Source: an optimization exercise on an open RTL-to-GDS flow (aim: small area, a short achievable clock period and few clock cycles per item). Production flows keep margins and buffers that such runs may drop.
In this exercise RTL edits were held to simulation tests only and were not proved equivalent to the original.

## v7
==> flow/design.v <==
module aes_key_expand #(
  parameter int KEY_BITS = 256
) (
  input  logic                clk,
  input  logic                rst,
  input  logic                start,
  input  logic [KEY_BITS-1:0] key_in,
  output logic                busy,
  output logic [127:0]        rk_out,
  output logic [3:0]          rk_idx,
  output logic                rk_valid,
  input  logic                rk_ready,
  output logic                done
);
  logic [255:0] st;      
  logic [3:0]   idx;     
  logic         act;     
  logic         vld;     
  logic [31:0]  sw, p0, p1, p2, p3, rc;
  logic [127:0] nw;
  logic [7:0]   rcon;
  logic         adv;
  for (genvar b = 0; b < 4; b++) begin : g_sbox
    aes_ks_sbox u_sbox (.x(st[224+8*b +: 8]), .y(sw[8*b +: 8]));
  end
  aes_ks_mix u_mix (.sw(sw), .rot(!idx[0]), .p({p3, p2, p1, p0}), .nw(nw));
  assign busy     = vld;
  assign rk_valid = vld;
  assign rk_out   = st[127:0];
  assign rk_idx   = idx;
  always_comb begin
    rcon = 8'h01 << idx[3:1];
    rc = idx[0] ? 32'h0 : {24'h0, rcon};
    p0 = st[31:0] ^ rc;
    p1 = p0 ^ st[63:32];
    p2 = p1 ^ st[95:64];
    p3 = p2 ^ st[127:96];
    adv = rk_ready;
  end
  logic sel_ld, sel_sh, sel_hd;
  assign sel_ld = !act;
  assign sel_sh = act && adv;
  assign sel_hd = act && !adv;
  logic [255:0] st_d, st_n;
  assign st_n = {nw, st[255:128]};
  for (genvar j = 0; j < 256; j++) begin : g_sel
    aes_ks_sel u_sel (.ld(sel_ld), .sh(sel_sh), .hd(sel_hd), .k(key_in[j]),
                      .n(st_n[j]), .q(st[j]), .d(st_d[j]));
  end
  always_ff @(posedge clk) begin
    st <= st_d;
  end
  always_ff @(posedge clk or posedge rst) begin
    if (rst) begin
      act <= 1'b0;
      vld <= 1'b0;
      idx <= 4'd0;
      done <= 1'b0;
    end else begin
      done <= 1'b0;
      if (!vld) vld <= start;
      else if (adv && idx == 4'd14) vld <= 1'b0;
      if (!act) begin
        idx <= 4'd0;
        if (start) act <= 1'b1;
      end else if (adv) begin
        idx <= idx + 4'd1;
        if (idx == 4'd14) begin
          act <= 1'b0;
          done <= 1'b1;
        end
      end
    end
  end
endmodule
module aes_ks_sbox (
  input  logic [7:0] x,
  output logic [7:0] y
);
  function automatic logic [7:0] sbox(input logic [7:0] x);
    logic u0, u1, u2, u3, u4, u5, u6, u7;
    logic t1, t2, t3, t4, t5, t6, t7, t8, t9, t10, t11, t12, t13, t14, t15, t16, t17, t18, t19;
    logic t20, t21, t22, t23, t24, t25, t26, t27;
    logic m1, m2, m3, m4, m5, m6, m7, m8, m9, m10, m11, m12, m13, m14, m15, m16, m17, m18, m19;
    logic m20, m21, m22, m23, m24, m25, m26, m27, m28, m29, m30, m31, m32, m33, m34, m35, m36;
    logic m37, m38, m39, m40, m41, m42, m43, m44, m45, m46, m47, m48, m49, m50, m51, m52, m53;
    logic m54, m55, m56, m57, m58, m59, m60, m61, m62, m63;
    logic l0, l1, l2, l3, l4, l5, l6, l7, l8, l9, l10, l11, l12, l13, l14, l15, l16, l17, l18;
    logic l19, l20, l21, l22, l23, l24, l25, l26, l27, l28, l29;
    u0 = x[7]; u1 = x[6]; u2 = x[5]; u3 = x[4]; u4 = x[3]; u5 = x[2]; u6 = x[1]; u7 = x[0];
    t1 = u0 ^ u3;   t2 = u0 ^ u5;   t3 = u0 ^ u6;   t4 = u3 ^ u5;   t5 = u4 ^ u6;
    t6 = t1 ^ t5;   t7 = u1 ^ u2;   t8 = u7 ^ t6;   t9 = u7 ^ t7;   t10 = t6 ^ t7;
    t11 = u1 ^ u5;  t12 = u2 ^ u5;  t13 = t3 ^ t4;  t14 = t6 ^ t11; t15 = t5 ^ t11;
    t16 = t5 ^ t12; t17 = t9 ^ t16; t18 = u3 ^ u7;  t19 = t7 ^ t18; t20 = t1 ^ t19;
    t21 = u6 ^ u7;  t22 = t7 ^ t21; t23 = t2 ^ t22; t24 = t2 ^ t10; t25 = t20 ^ t17;
    t26 = t3 ^ t16; t27 = t1 ^ t12;
    m1 = t13 & t6;  m2 = t23 & t8;  m3 = t14 ^ m1;  m4 = t19 & u7;  m5 = m4 ^ m1;
    m6 = t3 & t16;  m7 = t22 & t9;  m8 = t26 ^ m6;  m9 = t20 & t17; m10 = m9 ^ m6;
    m11 = t1 & t15; m12 = t4 & t27; m13 = m12 ^ m11; m14 = t2 & t10; m15 = m14 ^ m11;
    m16 = m3 ^ m2;  m17 = m5 ^ t24; m18 = m8 ^ m7;  m19 = m10 ^ m15; m20 = m16 ^ m13;
    m21 = m17 ^ m15; m22 = m18 ^ m13; m23 = m19 ^ t25; m24 = m22 ^ m23; m25 = m22 & m20;
    m26 = m21 ^ m25; m27 = m20 ^ m21; m28 = m23 ^ m25; m29 = m28 & m27; m30 = m26 & m24;
    m31 = m20 & m23; m32 = m27 & m31; m33 = m27 ^ m25; m34 = m21 & m22; m35 = m24 & m34;
    m36 = m24 ^ m25; m37 = m21 ^ m29; m38 = m32 ^ m33; m39 = m23 ^ m30; m40 = m35 ^ m36;
    m41 = m38 ^ m40; m42 = m37 ^ m39; m43 = m37 ^ m38; m44 = m39 ^ m40; m45 = m42 ^ m41;
    m46 = m44 & t6;  m47 = m40 & t8;  m48 = m39 & u7;  m49 = m43 & t16; m50 = m38 & t9;
    m51 = m37 & t17; m52 = m42 & t15; m53 = m45 & t27; m54 = m41 & t10; m55 = m44 & t13;
    m56 = m40 & t23; m57 = m39 & t19; m58 = m43 & t3;  m59 = m38 & t22; m60 = m37 & t20;
    m61 = m42 & t1;  m62 = m45 & t4;  m63 = m41 & t2;
    l0 = m61 ^ m62;  l1 = m50 ^ m56;  l2 = m46 ^ m48;  l3 = m47 ^ m55;  l4 = m54 ^ m58;
    l5 = m49 ^ m61;  l6 = m62 ^ l5;   l7 = m46 ^ l3;   l8 = m51 ^ m59;  l9 = m52 ^ m53;
    l10 = m53 ^ l4;  l11 = m60 ^ l2;  l12 = m48 ^ m51; l13 = m50 ^ l0;  l14 = m52 ^ m61;
    l15 = m55 ^ l1;  l16 = m56 ^ l0;  l17 = m57 ^ l1;  l18 = m58 ^ l8;  l19 = m63 ^ l4;
    l20 = l0 ^ l1;   l21 = l1 ^ l7;   l22 = l3 ^ l12;  l23 = l18 ^ l2;  l24 = l15 ^ l9;
    l25 = l6 ^ l10;  l26 = l7 ^ l9;   l27 = l8 ^ l10;  l28 = l11 ^ l14; l29 = l11 ^ l17;
    sbox[7] = l6 ^ l24;
    sbox[6] = ~(l16 ^ l26);
    sbox[5] = ~(l19 ^ l28);
    sbox[4] = l6 ^ l21;
    sbox[3] = l20 ^ l22;
    sbox[2] = l25 ^ l29;
    sbox[1] = ~(l13 ^ l27);
    sbox[0] = ~(l6 ^ l23);
  endfunction
  assign y = sbox(x);
endmodule
module aes_ks_mix (
  input  logic [31:0]  sw,
  input  logic         rot,
  input  logic [127:0] p,
  output logic [127:0] nw
);
  logic [31:0] t;
  assign t = rot ? {sw[7:0], sw[31:8]} : sw;
  assign nw = p ^ {4{t}};
endmodule
module aes_ks_sel (
  input  logic ld, sh, hd, k, n, q,
  output logic d
);
  assign d = (ld & k) | (sh & n) | (hd & q);
endmodule
==> flow/config.mk <==
export PLATFORM = sky130hd
export DESIGN_NAME = aes_key_expand
export DESIGN_NICKNAME = aes_key_expand
export VERILOG_FILES = /design/flow/design.v
export SDC_FILE = /design/flow/constraint.sdc
export NUM_CORES = 4
export LEC_CHECK = 0
export CAP_MARGIN = 20
export CORE_MARGIN = 2
export CORE_UTILIZATION = 60
export GPL_TIMING_DRIVEN = 0
export SLEW_MARGIN = 20
export SYNTH_HIERARCHICAL = 1
export SYNTH_MINIMUM_KEEP_SIZE = 0
==> flow/constraint.sdc <==
create_clock -name core_clock -period 22.0 [get_ports {clk}]
set_input_delay 4.4000 -clock core_clock [delete_from_list [all_inputs] [get_ports {clk}]]
set_output_delay 4.4000 -clock core_clock [all_outputs]
set_load 0.01 [all_outputs]
standard.sh (not shown) runs the stock make flow with config.mk's settings and CLKGATE_MAP_FILE= SYNTH_SCRIPT=/design/flow/synth_recipe.tcl, a recipe that flattens the netlist after the stock synthesis.
==> flow/flow/run.sh <==
#!/bin/bash
# Standard ORFS layout (the standard.sh), with these changes:
#  - synthesis is the standard flow's own script, but ABC maps with flow/abc.script (area-oriented);
#  - ports are buffered with the small sky130_fd_sc_hd__buf_1 instead of the default pick;
#  - clock tree synthesis clusters up to 24 sinks per leaf buffer and inserts no dummy loads;
#  - timing repair aims for a slack margin that leaves TARGET_NS (flow/target.txt) of the
#    clock period, so the layout is sized for a shorter period than the constraint asks.
# Each step's full log is in orfs/logs/; the make output is in synth.log and layout.log here.
set -euo pipefail
here=$(pwd)
export FLOW_WORK=$here
export MY_ABC_SCRIPT=$here/flow/abc.script
target=$(cat flow/target.txt)
extra=()
if [[ "$target" != "none" ]]; then
  margin=$(python3 -c "print(round($FLOW_PERIOD_NS - $target, 3))")
  extra+=("SETUP_SLACK_MARGIN=$margin")
fi
bash standard.sh "SYNTH_SCRIPT=$here/flow/my_synth.tcl" synth > "$here/synth.log" 2>&1
bash standard.sh "CTS_ARGS=-sink_clustering_enable -repair_clock_nets -dont_use_dummy_load -sink_clustering_size 24 -sink_clustering_max_diameter 80" "BUFFER_PORTS_ARGS=-buffer_cell sky130_fd_sc_hd__buf_1" "${extra[@]}" finish > "$here/layout.log" 2>&1
==> flow/flow/abc.script <==
strash
map -a
==> flow/flow/my_synth.tcl <==
# The standard synthesis script (synth_recipe.tcl, in the work folder), with one change:
# every ABC mapping call uses the script named by MY_ABC_SCRIPT instead of ORFS's.
proc abc {args} {
  set i [lsearch -exact $args -script]
  if {$i >= 0} { lset args [expr {$i + 1}] $::env(MY_ABC_SCRIPT) }
  yosys abc {*}$args
}
source $::env(FLOW_WORK)/synth_recipe.tcl
==> flow/flow/target.txt <==
5.7
v7 went all the way through the flow, and no timing, DRC or antenna check failed.
Testbench counts of v7, summed over its fixed seeds: cycles 3,072, round keys 2,880.
The inputs of v16 differ from those of v7 as listed below.
- GPL_TIMING_DRIVEN no longer set, was 0
==> flow/flow/abc.script <==
strash
dc2
dch -f
map -a
==> run notes <==
A end point of the critical path of st[120]$_DFF_P_ is what v16 shows, while rk_out[25] belongs to v7.
Lower area growth from synthesis to layout was reported by v16, not v7.
Taking v7 as the reference, in v16 pin slew with the least headroom to its limit picked up an extra 0.68 ns, final-layout fill cell count increased by about 3% relative to the old numbers, global-route usage up 0.77 points, worst setup slack went up 0.056 ns, post-route fraction of the period consumed by the critical path moved down.
v16: wire length higher than v7
[inputs] v44 vs v16
- swapping 60 for 70 in CORE_UTILIZATION
==> flow/flow/abc.script <==
strash
map -a
==> flow/flow/target.txt <==
5.55
## What came out
v44 ends up with lower final critical-path share of the clock period than v16 does.
v44 vs v16: number of non-clock inverters down by more than a quarter
Per the comparison of v44 with v16, data required time of the worst path lost 4.85 ns; utilization picked up an extra 12 points.
--- input diff v44..v17 ---
- changing CORE_UTILIZATION from 70 to 60
--- a/flow/flow/run.sh
+++ b/flow/flow/run.sh
@@ -4,4 +4,5 @@
 #  - ports are buffered with the small sky130_fd_sc_hd__buf_1 instead of the default pick;
 #  - clock tree synthesis clusters up to 24 sinks per leaf buffer and inserts no dummy loads;
+#  - the post-placement repair caps net fanout at 24 (flow/fanout.tcl);
 #  - timing repair aims for a slack margin that leaves TARGET_NS (flow/target.txt) of the
 #    clock period, so the layout is sized for a shorter period than the constraint asks.
@@ -18,3 +19,3 @@
 fi
 bash standard.sh "SYNTH_SCRIPT=$here/flow/my_synth.tcl" synth > "$here/synth.log" 2>&1
-bash standard.sh "CTS_ARGS=-sink_clustering_enable -repair_clock_nets -dont_use_dummy_load -sink_clustering_size 24 -sink_clustering_max_diameter 80" "BUFFER_PORTS_ARGS=-buffer_cell sky130_fd_sc_hd__buf_1" "${extra[@]}" finish > "$here/layout.log" 2>&1
+bash standard.sh "CTS_ARGS=-sink_clustering_enable -repair_clock_nets -dont_use_dummy_load -sink_clustering_size 24 -sink_clustering_max_diameter 80" "BUFFER_PORTS_ARGS=-buffer_cell sky130_fd_sc_hd__buf_1" "PRE_RESIZE_TCL=$here/flow/fanout.tcl" "${extra[@]}" finish > "$here/layout.log" 2>&1
==> flow/flow/fanout.tcl (new file) <==
# Before the post-placement repair: cap the fanout of every net, so that repair_design builds
# buffer trees for the wide select nets (rk_ready's state-register selects) instead of
# leaving one driver on a few hundred pins.
set_max_fanout 24 [current_design]
==> flow/flow/target.txt <==
5.7
[summary]
NOTE maximum frequency v44->v17 decreased by a few percent. v17 ended up with st[239]$_DFF_P_ as its capturing element of the worst setup path; v44 ended up with rk_out[28]. Measured against each other, v44 and v17 differ in number of instances resized during post-cts repair, the lower figure coming from v44. The setup slack of v17 is smaller than that of v44.

## re-timing with driven ports
No port has a modelled driver above. Below, the same layouts with a new extraction and two added sets of constraints. Step 1: set_driving_cell puts a clkbuf_16 on clk and a buf_2 on each other input, an assumption about the parent block. Step 2, shift: input delay + t, output delay - t, t = (earliest + latest rising clock arrival at the registers) / 2. This alone moves slack from input paths to output paths. Slacks: ideal ports / drivers / drivers and shift; pairs: ideal ports / drivers.
run | shift t [ns] | setup slack, ns | worst setup path at the end | worst register clock-pin slew, ns | pins driven straight from the clock port
v7 | 0.545 | 16.357 / 16.302 / 15.887 | input to register | 0.10 / 0.10 | 1
v16 | 0.545 | 16.412 / 16.389 / 15.895 | input to register | 0.10 / 0.10 | 1
v44 | 0.536 | 16.485 / 16.430 / 16.004 | input to register | 0.10 / 0.10 | 1
v17 | 0.536 | 16.336 / 16.317 / 15.828 | input to register | 0.10 / 0.10 | 1
After both steps every run listed still meets setup and hold. The setup slack of v16, which loses most, moves by -0.023 ns with the drivers and by -0.517 ns with both steps.
